This is an optimization exercise on Yosys and OpenROAD, whose aim is small area and few clock cycles per item, not a production implementation. At most, simulation tests tie the RTL to the original design; equivalence was not proved. Only the layout flow was run in runs 1 and 2; the RTL was not checked for function there.

==> flow/design.v (outline; a module is shown in full before it is edited, if it fits) <==
// module poly_horner_pipe: 94 lines
// module ph_fa: 4 lines
// module ph_ha: 4 lines
// module ph_xor2: 3 lines
// module ph_xnor2: 3 lines
// module ph_o22ai: 3 lines
// module ph_nand2: 3 lines
// module ph_nor2: 3 lines
// module ph_and2: 3 lines
// module ph_or2: 3 lines
// module ph_inv: 3 lines
// module ph_a21o: 3 lines
// module ph_o21ai: 3 lines
// module ph_o21a: 3 lines
// module ph_mulsat: 1591 lines
// module ph_addsat_n: 240 lines
// module ph_addsat: 238 lines
module poly_horner_pipe #(
  parameter int DATA_W   = 18,
  parameter int FRAC_W   = 12,
  parameter int DEGREE   = 4,
  parameter bit SATURATE = 1'b1,
  parameter logic [DATA_W*(DEGREE+1)-1:0] COEF_INIT =
    {18'h3f4ab, 18'h1ec5, 18'h3df43, 18'h1cc8, 18'h82}
) (
  input  logic                          clk,
  input  logic                          async_n,
  input  logic                          in_valid,
  output logic                          in_ready,
  input  logic [DATA_W-1:0]             x_in,
  input  logic                          coef_we,
  input  logic [$clog2(DEGREE+1)-1:0]   coef_addr,
  input  logic [DATA_W-1:0]             coef_wdata,
  input  logic                          coef_swap,
  output logic                          busy,
  output logic                          out_valid,
  input  logic                          out_ready,
  output logic [DATA_W-1:0]             y_out,
  output logic                          ovf_out
);
  // ...
==> flow/run.sh <==
#!/bin/bash
# synth_recipe.tcl (not shown) runs the flow's synth.tcl, then flattens the netlist and writes it again
# the make line also repeats each setting of config.mk as NAME=value (left out here)
make -C /OpenROAD-flow-scripts/flow DESIGN_CONFIG=/design/flow/config.mk WORK_HOME=/design/flow/orfs CLKGATE_MAP_FILE= SYNTH_SCRIPT=/design/flow/synth_recipe.tcl finish
==> flow/config.mk <==
export PLATFORM = sky130hd
export DESIGN_NAME = poly_horner_pipe
export DESIGN_NICKNAME = poly_horner_pipe
export VERILOG_FILES = /design/flow/design.v
export SDC_FILE = /design/flow/constraint.sdc
export NUM_CORES = 4
export LEC_CHECK = 0
export CAP_MARGIN = 20
export CORE_MARGIN = 2
export CORE_UTILIZATION = 75
export CTS_BUF_LIST = sky130_fd_sc_hd__clkbuf_16
export CTS_CLUSTER_DIAMETER = 80
export CTS_CLUSTER_SIZE = 24
export SLEW_MARGIN = 20
export SYNTH_HIERARCHICAL = 1
export SYNTH_MINIMUM_KEEP_SIZE = 0
==> flow/constraint.sdc <==
create_clock -name core_clock -period 10.0 [get_ports {clk}]
set_input_delay 2.0000 -clock core_clock [delete_from_list [all_inputs] [get_ports {clk}]]
set_output_delay 2.0000 -clock core_clock [all_outputs]
set_load 0.01 [all_outputs]
==> impl_results.md, run 1 <==
* Status: timing/DRC/antenna clean
* Crit path capture type: register
* FFs & Latches at 323
* IO buf count at 66
* Nonclk inv count at 146
* Max-area cell class: multi-input gates
* Max Root-Sink Buffers at 3
* Met1 WL at 45,200 um
* Met3 wire len at 12,700 um
* Compound-cell area share of the yosys netlist at 18.3%
* Clock sink total at 323
* Vias in the first global route at 35,500
* Total Wirelength at 120,000 um
* Most frequent cells after synthesis: xor2_1, o22ai_1, nand2_1
* Root Driver: clkbuf_16
* RSZ-0062 raised after global routing: no
* Crit path launch: active[37]
* Post-synthesis net count at 4,939
* Worst-path fanout max at 17
* Final min period at 9.53 ns
* Register area at 8330 um^2
* Tcrit/Tclk final at 95.3%
* Hold Crit Depth at 2
* Critical path class: reg2reg
* Most common cell after layout, fill and taps aside: xor2_1
* Area contributors post-synth: fa_1, xor2_1, o22ai_1
* Hold WS at 0.441 ns
* Synth Flop Type: edfxtp_1
* Row count at 86
* Clk_buf instances at 21
* Met3 GRT Util at 8.24%
* Residual DRC at 0
* H-tree levels at 1
* Mux cell area share after synthesis at 2.76%
* Finished Cell Area at 45,100 um^2
* Dpl cell area at 44,400 um^2
* Startpoint types: register
* Biggest regs: active (90), shadow (90)
* GRT Util Overall at 41.2%
* Met2 Use GR at 67.0%
* Crit path buf inv count at 2
==> run 2: changes to the inputs <==
--- a/flow/config.mk
+++ b/flow/config.mk
@@ -9,6 +9,6 @@
 export CORE_MARGIN = 2
-export CORE_UTILIZATION = 75
-export CTS_BUF_LIST = sky130_fd_sc_hd__clkbuf_16
-export CTS_CLUSTER_DIAMETER = 80
-export CTS_CLUSTER_SIZE = 24
+export CORE_UTILIZATION = 65
+export CTS_BUF_LIST = sky130_fd_sc_hd__clkbuf_8
+export CTS_CLUSTER_DIAMETER = 50
+export CTS_CLUSTER_SIZE = 14
 export SLEW_MARGIN = 20
==> impl_results.md, run 2 <==
* R2R Path End: pr2[9]
* DRT antenna net count at 0
* RSZ-0062 raised after global routing: no
* Post-synth EDFFs at 130
* Remaining global-route overflow at 0
* Vias in the first global route at 34,900 (-1.7%)
* WP data arrival at 9.89 ns
* Final Setup Violations at 0
* CTS Buf Count at 39
* Total Wirelength at 121,000 um (+0.81%)
* Skew-Pair Late Insertion Delay at 0.63 ns
* Final Max Slew Viols at 0
* Share of cells above drive strength 1 at 6.42%
* CP max stage delay at 0.91 ns
* Residual DRC at 0 (unchanged)
* Most common cell after layout, fill and taps aside: xor2_1
* Fin Setup TNS at 0 ns
* First-pass GRT wire length at 192,000 um
* Min-Delay Startpoint: shadow[30]
* Synth Flop Type: edfxtp_1
* Async S/R FF share, synth at 31.9%
* Chip height at 258 um
* Achievable frequency at 105 MHz
* Hold WC Path Type: reg2reg
* Worst Max-Slew Pin Slew at 1.13 ns
* Max-slew headroom at 24.1%
* GRT Util Overall at 36.2% (-5.0 points)
* Area leader, netlist: fa_1
* Mapped Cells at 4,354
* Synth Warn # at 7
* Tcrit/Tclk final at 95.0% (-0.23 points)
* Filler Cell Count at 5,196
* DP Wirelength at 84,700 um
* Worst path most repeated cell: a21o_1
* Post-synthesis net count at 4,939 (unchanged)
* Avg Cell Area, Syn at 9.65 um^2
* Initial DRC count at 3,261
* Finished Cell Area at 45,400 um^2 (+0.72%)
* Biggest regs: active (90), shadow (90)
* Synth cell types at 41
* Commonest cells after routing, fill and taps aside: xor2_1, o22ai_1, nand2_1, fa_1, xnor2_1
* Count leader, synth: xor2_1
* Clock sink total at 323 (unchanged)
* Critical path class: reg2reg
* Post-CTS Setup Inserts at 0
* Ports at 67
* Nets@finish at 5,119
* Dpl cell area at 44,500 um^2 (+0.28%)
* Initial antenna violation count at 1
* Final hold viol count at 0
* Gpl congestion at 0.924
* Reg2reg path depth at 34
* Die Wd at 258 um
* WP data required at 10.38 ns
* Max Root-Sink Buffers at 3 (unchanged)
* Crit path capture type: register
* Sequential fraction of the synthesis area at 19.8%
* Hold WS at 0.441 ns (-0.0000220 ns)
* Worst slack at placement at 0.705 ns
* Worst-case clock skew at 0.0295 ns
* DR vias at 34,700
* Hold buffers post-CTS at 0
* Most frequent cells after synthesis: xor2_1, o22ai_1, nand2_1
* Final min period at 9.50 ns (-0.0232 ns)
* Initial Utilization at 65.4%
* Vias per cell at 6.40
* R2R Setup Slk at 0.50 ns
* Core ar. at 64,200 um^2
* Row count at 93 (+8.1%)
* Yosys reg bits at 323
* IO buf count at 66 (unchanged)
* Die ar. at 66,700 um^2
* DRT Pass-1 Iters at 6
* CP endpoint: pr2[9]
* Max-cap viol count at 0
* Root Driver: clkbuf_8
* Worst-path fanout max at 17 (unchanged)
* Final setup margin at 0.495 ns
* DR WL/cell at 22.3 um
* Post-cts resize count at 0
* Max stage delay cell, worst path: o21ai_1
* Status: timing/DRC/antenna clean
* Crit path launch: active[56]
* CTS tree: done
* Mapped Area at 42,000 um^2
* Startpoint types: register
* Pin count of the biggest net entering global routing at 62
* Area contributors post-synth: fa_1, xor2_1, o22ai_1
* Layout area overhead at 8.06%
* H-tree levels at 2 (+1)
* Clock slew at reported path FFs at 0.09 ns
* Synth top area share at 22.1%
* Reg2reg start: active[56]
-- run 2: cell families after synthesis --
kind of cell / after synthesis / synth area share [%]
fa+ha+maj: 540 / 24.4
xor+xnor: 1160 / 24.2
mux: 108 / 2.76
buf+inv: 212 / 2.02
simple gates: 817 / 8.57
flops: 323 / 19.8
compound gates: 1194 / 18.3
-- run 2: how the worst min path moves through the flow --
stage                     cells past startpoint    endpoint
final                                         2  shadow[30]
after global routing                          2   shadow[0]
after CTS                                     2  shadow[24]
after detailed placement                      2   shadow[3]
after global placement                        2   shadow[0]
after floorplan                               2  shadow[36]
-- run 2: routing by layer --
metal  global-route usage (%)  vias up  wire length [um]
met2                     59.0     1738             56900
met4                     14.3        0              4540
met3                     5.87      306              9980
met1                     48.5    17000             49500
li1                         -    15700                 -
met5                        0        -                 0
-- run 2: final cells by class --
cell class | instances | area (um^2) | share of cell area (%)
antenna | 1 | 2.50 | 0.00551
clock buffer | 42 | 578 | 1.27
clock inverter | 30 | 317 | 0.697
inverter | 146 | 553 | 1.22
multi-input combinational | 3819 | 32900 | 72.4
sequential | 323 | 8330 | 18.3
tap | 855 | 1070 | 2.36
timing repair buffer | 205 | 1700 | 3.75
-- run 2: through the flow --
stage,std cells,util (%)
after floorplan,4354,-
after global placement,5348,69.3
after detailed placement,5348,69.3
after CTS,5420,70.7
after global routing,5421,70.7
final,5421,70.7
-- run 2: worst max-delay path, delay by kind of cell (launching register included) --
kind / cells / cell delay [ns]
adders and majority gates: 4 / 1.95
and+or+nand+nor: 9 / 1.74
buffers and inverters: 3 / 0.46
AOI/OAI and AO/OA: 12 / 3.14
xor gates and xnor gates: 6 / 1.42
DFF: 1 / 0.56
-- run 2: modules after synthesis (local to each module, per instance), excerpt --
module	flops+latches	cells
poly_horner_pipe	323	923
ph_nor2	0	1
ph_and2	0	1
ph_o21a	0	1
ph_nand2	0	1
ph_fa	0	1
ph_o21ai	0	1
ph_inv	0	1
ph_or2	0	1
ph_xnor2	0	1
ph_ha	0	1
ph_xor2	0	1
ph_o22ai	0	1
ph_a21o	0	1
==> module poly_horner_pipe, before the edit <==
module poly_horner_pipe #(
  parameter int DATA_W   = 18,
  parameter int FRAC_W   = 12,
  parameter int DEGREE   = 4,
  parameter bit SATURATE = 1'b1,
  parameter logic [DATA_W*(DEGREE+1)-1:0] COEF_INIT =
    {18'h3f4ab, 18'h1ec5, 18'h3df43, 18'h1cc8, 18'h82}
) (
  input  logic                          clk,
  input  logic                          async_n,
  input  logic                          in_valid,
  output logic                          in_ready,
  input  logic [DATA_W-1:0]             x_in,
  input  logic                          coef_we,
  input  logic [$clog2(DEGREE+1)-1:0]   coef_addr,
  input  logic [DATA_W-1:0]             coef_wdata,
  input  logic                          coef_swap,
  output logic                          busy,
  output logic                          out_valid,
  input  logic                          out_ready,
  output logic [DATA_W-1:0]             y_out,
  output logic                          ovf_out
);
  logic [4:0][17:0] active, shadow, shadow_n;
  logic [4:0]       dirty, wr, commit;
  logic [3:0]       tok;
  logic             adv, accept;
  logic [4:1]       vld;
  logic [17:0]      pr1, pr2, pr3, pr4;
  logic             of1, of2, of3, of4;
  logic [17:0]      xr1, xr2, xr3;
  assign adv       = !vld[4] || out_ready;
  assign in_ready  = adv;
  assign accept    = in_valid && adv;
  assign busy      = |tok;
  assign out_valid = vld[4];
  always_comb begin
    for (int k = 0; k <= 4; k++) begin
      wr[k]       = coef_we && (coef_addr == 3'(k));
      shadow_n[k] = wr[k] ? coef_wdata : shadow[k];
    end
    commit[4] = coef_swap;
    commit[3] = tok[0] && adv;
    commit[2] = tok[1] && adv;
    commit[1] = tok[2] && adv;
    commit[0] = tok[3] && adv;
  end
  always_ff @(posedge clk or negedge async_n) begin
    if (!async_n) begin
      active <= COEF_INIT;
      dirty  <= '0;
      tok    <= '0;
    end else begin
      for (int k = 0; k <= 4; k++) begin
        if (commit[k] && (dirty[k] || wr[k])) active[k] <= shadow_n[k];
        if (commit[k])  dirty[k] <= 1'b0;
        else if (wr[k]) dirty[k] <= 1'b1;
      end
      if (adv) tok <= {tok[2:0], coef_swap};
      else if (coef_swap) tok[0] <= 1'b1;
    end
  end
  always_ff @(posedge clk) begin
    for (int k = 0; k <= 4; k++)
      if (wr[k]) shadow[k] <= coef_wdata;
  end
  logic [17:0] p1, p2, p3, p4, na1, na2, na3, a4;
  logic        po1, po2, po3, po4, so1, so2, so3, so4;
  ph_mulsat   u_m1 (.na(~x_in), .x(active[4]), .p(p1), .po(po1));
  ph_addsat_n u_a1 (.p(pr1), .c(active[3]), .na(na1), .so(so1));
  ph_mulsat   u_m2 (.na(na1), .x(xr1), .p(p2), .po(po2));
  ph_addsat_n u_a2 (.p(pr2), .c(active[2]), .na(na2), .so(so2));
  ph_mulsat   u_m3 (.na(na2), .x(xr2), .p(p3), .po(po3));
  ph_addsat_n u_a3 (.p(pr3), .c(active[1]), .na(na3), .so(so3));
  ph_mulsat   u_m4 (.na(na3), .x(xr3), .p(p4), .po(po4));
  ph_addsat   u_a4 (.p(pr4), .c(active[0]), .a(a4), .so(so4));
  assign y_out   = a4;
  assign ovf_out = of4 | so4;
  always_ff @(posedge clk or negedge async_n) begin
    if (!async_n) vld <= '0;
    else if (adv) vld <= {vld[3:1], accept};
  end
  always_ff @(posedge clk) begin
    if (adv) begin
      pr1 <= p1;  of1 <= po1;
      pr2 <= p2;  of2 <= of1 | so1 | po2;
      pr3 <= p3;  of3 <= of2 | so2 | po3;
      pr4 <= p4;  of4 <= of3 | so3 | po4;
      xr1 <= x_in;
      xr2 <= xr1;
      xr3 <= xr2;
    end
  end
endmodule
==> run 3: changes to the inputs <==
--- a/flow/design.v
+++ b/flow/design.v
@@ -23,4 +23,5 @@
 );
-  logic [4:0][17:0] active, shadow, shadow_n;
-  logic [4:0]       dirty, wr, commit;
+  logic [4:0][17:0] active, shadow;
+  logic [17:0]      c4_new;
+  logic [4:0]       dirty, wr, commit, ld;
   logic [3:0]       tok;
@@ -37,6 +38,3 @@
   always_comb begin
-    for (int k = 0; k <= 4; k++) begin
-      wr[k]       = coef_we && (coef_addr == 3'(k));
-      shadow_n[k] = wr[k] ? coef_wdata : shadow[k];
-    end
+    for (int k = 0; k <= 4; k++) wr[k] = coef_we && (coef_addr == 3'(k));
     commit[4] = coef_swap;
@@ -46,2 +44,5 @@
     commit[0] = tok[3] && adv;
+    for (int k = 0; k < 4; k++) ld[k] = commit[k] && dirty[k];
+    ld[4]  = coef_swap && (dirty[4] || wr[4]);
+    c4_new = wr[4] ? coef_wdata : shadow[4];
   end
@@ -53,4 +54,6 @@
     end else begin
+      for (int k = 0; k < 4; k++)
+        if (ld[k]) active[k] <= shadow[k];
+      if (ld[4]) active[4] <= c4_new;
       for (int k = 0; k <= 4; k++) begin
-        if (commit[k] && (dirty[k] || wr[k])) active[k] <= shadow_n[k];
         if (commit[k])  dirty[k] <= 1'b0;
--- a/flow/config.mk
+++ b/flow/config.mk
@@ -9,6 +9,6 @@
 export CORE_MARGIN = 2
-export CORE_UTILIZATION = 65
-export CTS_BUF_LIST = sky130_fd_sc_hd__clkbuf_8
-export CTS_CLUSTER_DIAMETER = 50
-export CTS_CLUSTER_SIZE = 14
+export CORE_UTILIZATION = 82
+export CTS_BUF_LIST = sky130_fd_sc_hd__clkbuf_16
+export CTS_CLUSTER_DIAMETER = 80
+export CTS_CLUSTER_SIZE = 24
 export SLEW_MARGIN = 20
==> impl_results.md, run 3 <==
* Hold buffers post-CTS at 0 (unchanged)
* Total Wirelength at 123,000 um (+1.7%)
* Inst Count DP at 4,905 (-8.3%)
* Core ar. at 49,900 um^2 (-22%)
* Row count at 82 (-12%)
* Biggest regs: active (90), shadow (90)
* Nets@finish at 4,840 (-5.5%)
* Clock sink total at 323 (unchanged)
* Filler Cell Count at 2,562 (-51%)
* Initial Utilization at 82.5% (+17 points)
* Synth Flop Type: edfxtp_1
* Max-cap viol count at 0 (unchanged)
* GRT Util Overall at 47.2% (+11 points)
* Count leader, synth: xor2_1
* Gpl congestion at 0.990 (+7.2%)
* IO buf count at 66 (unchanged)
* Worst path most repeated cell: a21o_1
* Mapped Area at 41,100 um^2 (-2.1%)
* First-pass GRT wire length at 195,000 um (+1.9%)
* Vias per cell at 7.22 (+13%)
* Max Root-Sink Buffers at 3 (unchanged)
* Final hold viol count at 0 (unchanged)
* Worst-case clock skew at 0.0426 ns (+0.0131 ns)
* Critical path class: reg2reg
* Min-Delay Startpoint: shadow[87]
* Achievable frequency at 105 MHz (-0.45%)
* Non-filler instance count after layout at 4,942 (-8.8%)
* Avg Cell Area, Syn at 10.1 um^2 (+5.0%)
* Mapped Cells at 4,059 (-6.8%)
* Max stage delay cell, worst path: o21ai_1
* Commonest cells after routing, fill and taps aside: xor2_1, o22ai_1, fa_1, xnor2_1, nand2_1
* Layout area overhead at 7.34%
* Synth top area share at 22.6% (+0.48 points)
* Tcrit/Tclk final at 95.5% (+0.43 points)
* Ports at 67 (unchanged)
* Area leader, netlist: fa_1
* Post-CTS Setup Inserts at 0 (unchanged)
* CTS Buf Count at 20 (-49%)
* DRT Pass-1 Iters at 9 (+3)
* WP data required at 10.30 ns (-0.08 ns)
* Top delay family on crit path: compound AO/OA/AOI/OAI gates
* Initial DRC count at 4,951 (+52%)
* Register area at 9050 um^2 (+8.6%)
* Post-cts resize count at 0 (unchanged)
* Multi-input gate area at 31,300 um^2 (-4.6%)
* RSZ-0062 raised after global routing: no
* Async S/R FF share, synth at 31.9% (unchanged)
* Clock slew at reported path FFs at 0.10 ns (about the same)
* Crit path capture type: register
* Final Max Slew Viols at 0 (unchanged)
* Post-synthesis net count at 4,644 (-6.0%)
* Vias in the first global route at 36,700 (+5.0%)
* Crit path launch: active[68]
* Final min period at 9.55 ns (+0.0432 ns)
* Post-synth EDFFs at 202 (+55%)
* Most frequent cells after synthesis: xor2_1, o22ai_1, fa_1
* Die ar. at 52,000 um^2 (-22%)
* Initial antenna violation count at 1 (unchanged)
* DRT antenna net count at 0 (unchanged)
* Final core utilization at 88.6% (+18 points)
* Max-slew headroom at 13.2% (-11 points)
* Synth cell types at 41 (unchanged)
* Worst Max-Slew Pin Slew at 1.29 ns (+0.161 ns)
* Skew-Pair Late Insertion Delay at 0.57 ns (-0.06 ns)
* Most common cell after layout, fill and taps aside: xor2_1
* H-tree levels at 1 (-1)
* DR WL/cell at 24.9 um (+12%)
* Pin count of the biggest net entering global routing at 74 (+19%)
* Chip height at 228 um (-12%)
* Hold WC Path Type: reg2reg
* CTS tree: done
* Share of cells above drive strength 1 at 6.68% (+0.26 points)
* Final Setup Violations at 0 (unchanged)
* Die Wd at 228 um (-12%)
* WP data arrival at 9.85 ns (-0.04 ns)
* Root Driver: clkbuf_16
* Reg2reg start: active[68]
* Residual DRC at 0 (unchanged)
* DR vias at 35,700 (+2.8%)
* Area contributors post-synth: fa_1, xor2_1, edfxtp_1
* Crit path buf inv count at 2 (-1)
* DP Wirelength at 84,100 um (-0.63%)
* Startpoint types: register
* Worst-path fanout max at 17 (unchanged)
* Fin Setup TNS at 0 ns (unchanged)
* Status: timing/DRC/antenna clean
* Hold WS at 0.454 ns (+0.0129 ns)
* CP max stage delay at 1.06 ns (+0.15 ns)
* Sequential fraction of the synthesis area at 22.0% (+2.2 points)
* Yosys reg bits at 323 (unchanged)
* Remaining global-route overflow at 0 (unchanged)
* Synth Warn # at 7 (unchanged)
-- run 3: cell count changes after synthesis, moves of 71 or more --
cell / before / now
nand2_1: 487 / 324
dfxtp_1: 90 / 18
edfxtp_1: 130 / 202
mux2i_1: 72 / 0
o2bb2ai_1: 72 / 0
and2_1: 144 / 73
-- run 3: layout make-up --
class | count | share of cell area, %
timing repair buffer | 198 | 3.73
tap | 672 | 1.90
inverter | 164 | 1.41
clock inverter | 16 | 0.343
multi-input combinational | 3548 | 71.0
clock buffer | 20 | 1.13
sequential | 323 | 20.5
antenna | 1 | 0.00567
-- run 3: worst register-to-register path: cells and delay by family, from the launching register on --
kind	cells	cell delay (ns)
flip-flops	1	0.43
AO/OA/AOI/OAI	11	3.07
adder cells (fa/ha/maj)	4	2.03
AND/OR/NAND/NOR	9	2.03
XOR/XNOR	6	1.59
buffers and inverters	2	0.13
-- run 3: worst paths after layout --
check / to / slack [ns] / depth (start not counted)
setup reg to reg: pr2[14] / 0.45 / 32
setup / recovery: pr2[14] / 0.45 / 32
hold reg to reg: shadow[87] / 0.45 / 2
min in group asynchronous: active[10] / 1.38 / 1
max in group asynchronous: active[58] / 7.25 / 2
hold / removal: shadow[87] / 0.45 / 2
-- run 3: logic make-up after synthesis --
| group | synth area share [%] |
|---|---|
| fa+ha+maj | 24.9 |
| flops | 22.0 |
| compound gates | 17.4 |
| simple gates | 7.03 |
| xor+xnor | 24.7 |
| buf+inv | 1.93 |
| mux | 2.06 |
-- run 3: per-stage QoR --
step,area [um^2],setup slack [ns]
after floorplan,41100,1.63
after global placement,43500,1.01
after detailed placement,43500,0.758
after CTS,44200,0.688
after global routing,44200,0.0594
final,44200,0.452
-- run 3: modules after synthesis (local to each module, per instance), excerpt --
module	copies in the design	area (um^2)	cells
ph_o21a	85	7.51	1
ph_nand2	252	3.75	1
ph_nor2	132	3.75	1
ph_o22ai	648	6.26	1
ph_and2	72	6.26	1
ph_o21ai	231	5.00	1
-- run 3: layer usage --
metal | part of all wire [%] | global-route usage [%] | routed length, um
met3 | 13 | 10.9 | 15900
met2 | 46 | 75.3 | 56200
met4 | 7.2 | 28.1 | 8880
met1 | 34 | 59.3 | 42000
met5 | 0.011 | 0.368 | 13
Testbench counts of run 3, summed over its fixed seeds: cycles 16,032, items 16,000.
==> run 4: changes to the inputs <==
--- a/flow/config.mk
+++ b/flow/config.mk
@@ -9,3 +9,3 @@
 export CORE_MARGIN = 2
-export CORE_UTILIZATION = 82
+export CORE_UTILIZATION = 75
 export CTS_BUF_LIST = sky130_fd_sc_hd__clkbuf_16
==> impl_results.md, run 4 <==
* Status: timing/DRC/antenna clean
* Share of cells above drive strength 1 at 6.68% (unchanged)
* DR vias at 34,100 (-4.4%)
* Async S/R FF share, synth at 31.9% (unchanged)
* Initial DRC count at 3,857 (-22%)
* WP data required at 10.31 ns (about the same)
* Min-Delay Startpoint: shadow[77]
* Final min period at 9.47 ns (-0.0829 ns)
* RSZ-0062 raised after global routing: no
* DRT antenna net count at 0 (unchanged)
* Hold EP: shadow[77]
* Startpoint types: register
* Fin Setup TNS at 0 ns (unchanged)
* Final Setup Violations at 0 (unchanged)
* Mapped Area at 41,100 um^2 (unchanged)
* Skew-Pair Late Insertion Delay at 0.55 ns (-0.02 ns)
* H-tree levels at 1 (unchanged)
* Die Wd at 238 um (+4.5%)
* Yosys reg bits at 323 (unchanged)
* Max-cap viol count at 0 (unchanged)
* Max stage delay cell, worst path: o21ai_1
* Area leader, netlist: fa_1
* Post-synth EDFFs at 202 (unchanged)
* Initial antenna violation count at 2 (+1)
* DP Wirelength at 81,100 um (-3.6%)
* Synth top area share at 22.6% (unchanged)
* Residual DRC at 0 (unchanged)
* Worst-case clock skew at 0.0339 ns (-0.00868 ns)
* Worst Max-Slew Pin Slew at 1.02 ns (-0.273 ns)
* R2R Setup Slk at 0.53 ns (+0.08 ns)
* Total Wirelength at 116,000 um (-6.1%)
* Mapped Cells at 4,059 (unchanged)
* Vias per cell at 6.87 (-4.8%)
* GRT Util Overall at 40.8% (-6.4 points)
* Post-CTS Setup Inserts at 0 (unchanged)
* Core ar. at 54,000 um^2 (+8.4%)
* Vias in the first global route at 34,600 (-5.8%)
* Hold buffers post-CTS at 0 (unchanged)
* Crit path capture type: register
* Chip height at 238 um (+4.5%)
* WP data arrival at 9.77 ns (-0.08 ns)
* Worst path most repeated cell: a21o_1
* Gpl congestion at 0.944 (-4.6%)
* Nets@finish at 4,840 (unchanged)
* Commonest cells after routing, fill and taps aside: xor2_1, o22ai_1, fa_1, xnor2_1, nand2_1
* Synth Flop Type: edfxtp_1
* Synth Warn # at 7 (unchanged)
* DR WL/cell at 23.3 um (-6.5%)
* Clock slew at reported path FFs at 0.10 ns (about the same)
* CTS tree: done
* Critical path class: reg2reg
* Achievable frequency at 106 MHz (+0.88%)
* Worst-path fanout max at 17 (unchanged)
* Count leader, synth: xor2_1
* CTS Buf Count at 20 (unchanged)
* First-pass GRT wire length at 184,000 um (-5.7%)
* R2R Path End: pr2[11]
* Reg2reg start: active[56]
* Biggest regs: active (90), shadow (90)
* Die ar. at 56,700 um^2 (+9.2%)
* Post-cts resize count at 0 (unchanged)
* Row count at 85 (+3.7%)
* Hold WC Path Type: reg2reg
* Hold Crit Depth at 2 (unchanged)
* Avg Cell Area, Syn at 10.1 um^2 (unchanged)
* CP max stage delay at 0.82 ns (-0.24 ns)
* Synth cell types at 41 (unchanged)
* Most common cell after layout, fill and taps aside: xor2_1
* Max-slew headroom at 31.6% (+18 points)
* IO buf count at 66 (unchanged)
* Reg2reg path depth at 33 (+3.1%)
* Final hold viol count at 0 (unchanged)
* Initial Utilization at 76.2% (-6.4 points)
* Filler Cell Count at 3,475 (+36%)
* Layout area overhead at 7.43% (about the same)
* DRT Pass-1 Iters at 7 (-2)
* Tcrit/Tclk final at 94.7% (-0.83 points)
* Root Driver: clkbuf_16
* Max Root-Sink Buffers at 3 (unchanged)
* Final Max Slew Viols at 0 (unchanged)
* Remaining global-route overflow at 0 (unchanged)
* Most frequent cells after synthesis: xor2_1, o22ai_1, fa_1
* Sequential fraction of the synthesis area at 22.0% (unchanged)
* Ports at 67 (unchanged)
* Post-synthesis net count at 4,644 (unchanged)
* Pin count of the biggest net entering global routing at 81 (+9.5%)
* Clock sink total at 323 (unchanged)
* Area contributors post-synth: fa_1, xor2_1, edfxtp_1
## run 4: modules after synthesis (local to each module, per instance), a selection
module / times used / cells / flip-flops and latches
ph_xor2: 716 / 1 / 0
ph_or2: 36 / 1 / 0
ph_a21o: 148 / 1 / 0
poly_horner_pipe: 1 / 628 / 323
ph_inv: 127 / 1 / 0
ph_o21a: 85 / 1 / 0
ph_nor2: 132 / 1 / 0
ph_and2: 72 / 1 / 0
ph_nand2: 252 / 1 / 0
ph_o21ai: 231 / 1 / 0
ph_o22ai: 648 / 1 / 0
ph_ha: 76 / 1 / 0
## run 4: layout make-up
cell class	count	area [um^2]	area share [%]
Timing Repair Buffer	198	1650	3.74
Inverter	164	621	1.40
Sequential cell	323	9050	20.5
Clock buffer	21	526	1.19
Antenna cell	1	2.50	0.00566
Tap cell	696	871	1.97
Multi-Input combinational cell	3548	31300	70.9
Clock inverter	15	128	0.289
## run 4: layer usage
metal	vias up	global-route usage, %	routed length (um)
met5	-	0	19
met4	2	18.7	5930
met3	490	7.35	12000
met2	2258	66.3	53700
met1	16600	53.9	43900
li1	14800	-	-
## run 4: worst max-delay path, delay by kind of cell, from the launching register on
kind	cells	cell delay, ns
compound gates	13	3.17
fa+ha+maj	4	2.04
xor+xnor	6	1.38
simple gates	7	1.55
buf+inv	3	0.47
flops	1	0.58
## run 4: through the flow
stage               setup WS, ns  utilization, %  cell area, um^2  hold slack (ns)  instances
finish                     0.535            81.8            44200            0.447       4966
global route               0.108            81.8            44200            0.457       4965
CTS                        0.712            81.8            44200            0.448       4965
detailed placement         0.841            80.6            43500            0.433       4929
global placement           0.866            80.6            43500            0.430       4929
floorplan                   1.63               -            41100            0.422       4059
## run 4: kinds of logic after synthesis
| kind of cell | count (synthesis) | share of synthesized area (%) |
|---|---|---|
| xor+xnor | 1160 | 24.7 |
| compound gates | 1135 | 17.4 |
| simple gates | 641 | 7.03 |
| fa+ha+maj | 540 | 24.9 |
| flops | 323 | 22.0 |
| buf+inv | 188 | 1.93 |
| mux | 72 | 2.06 |
## run 4: how the worst max path moves through the flow
stage	start	end	slack, ns	depth (start not counted)
global route	active[56]	pr2[11]	0.11	33
CTS	active[56]	pr2[16]	0.71	33
global placement	active[56]	pr2[11]	0.87	33
finish	active[56]	pr2[11]	0.53	33
detailed placement	active[56]	pr2[11]	0.84	33
floorplan	active[37]	pr3[0]	1.63	33

[afterwards: timing with drivers on the ports]
The results above use ideal ports. As a check the final layouts listed here were re-extracted and re-timed, cells and wires unchanged. Step 1, drivers: a clkbuf_16 drives clk and a buf_2 each remaining input, both assumed. Step 2, shift: input delay + t, output delay - t, t = (earliest + latest rising clock arrival at the registers) / 2. This alone moves slack from input paths to output paths. Three values: no drivers, after step 1, after step 2; two values: the first two.
run | t (ns) | setup WS [ns] | clock arrival spread, ns | worst slew at a driven data input, ns
run 1 | 0.613 | 0.472 / 0.472 / 0.472 | 0.045 / 0.046 | 0.06
run 2 | 0.679 | 0.495 / 0.495 / 0.495 | 0.036 / 0.036 | 0.06
run 3 | 0.611 | 0.452 / 0.452 / 0.452 | 0.046 / 0.046 | 0.05
run 4 | 0.593 | 0.535 / 0.535 / 0.535 | 0.034 / 0.035 | 0.06
After both steps every run listed still meets setup and hold.
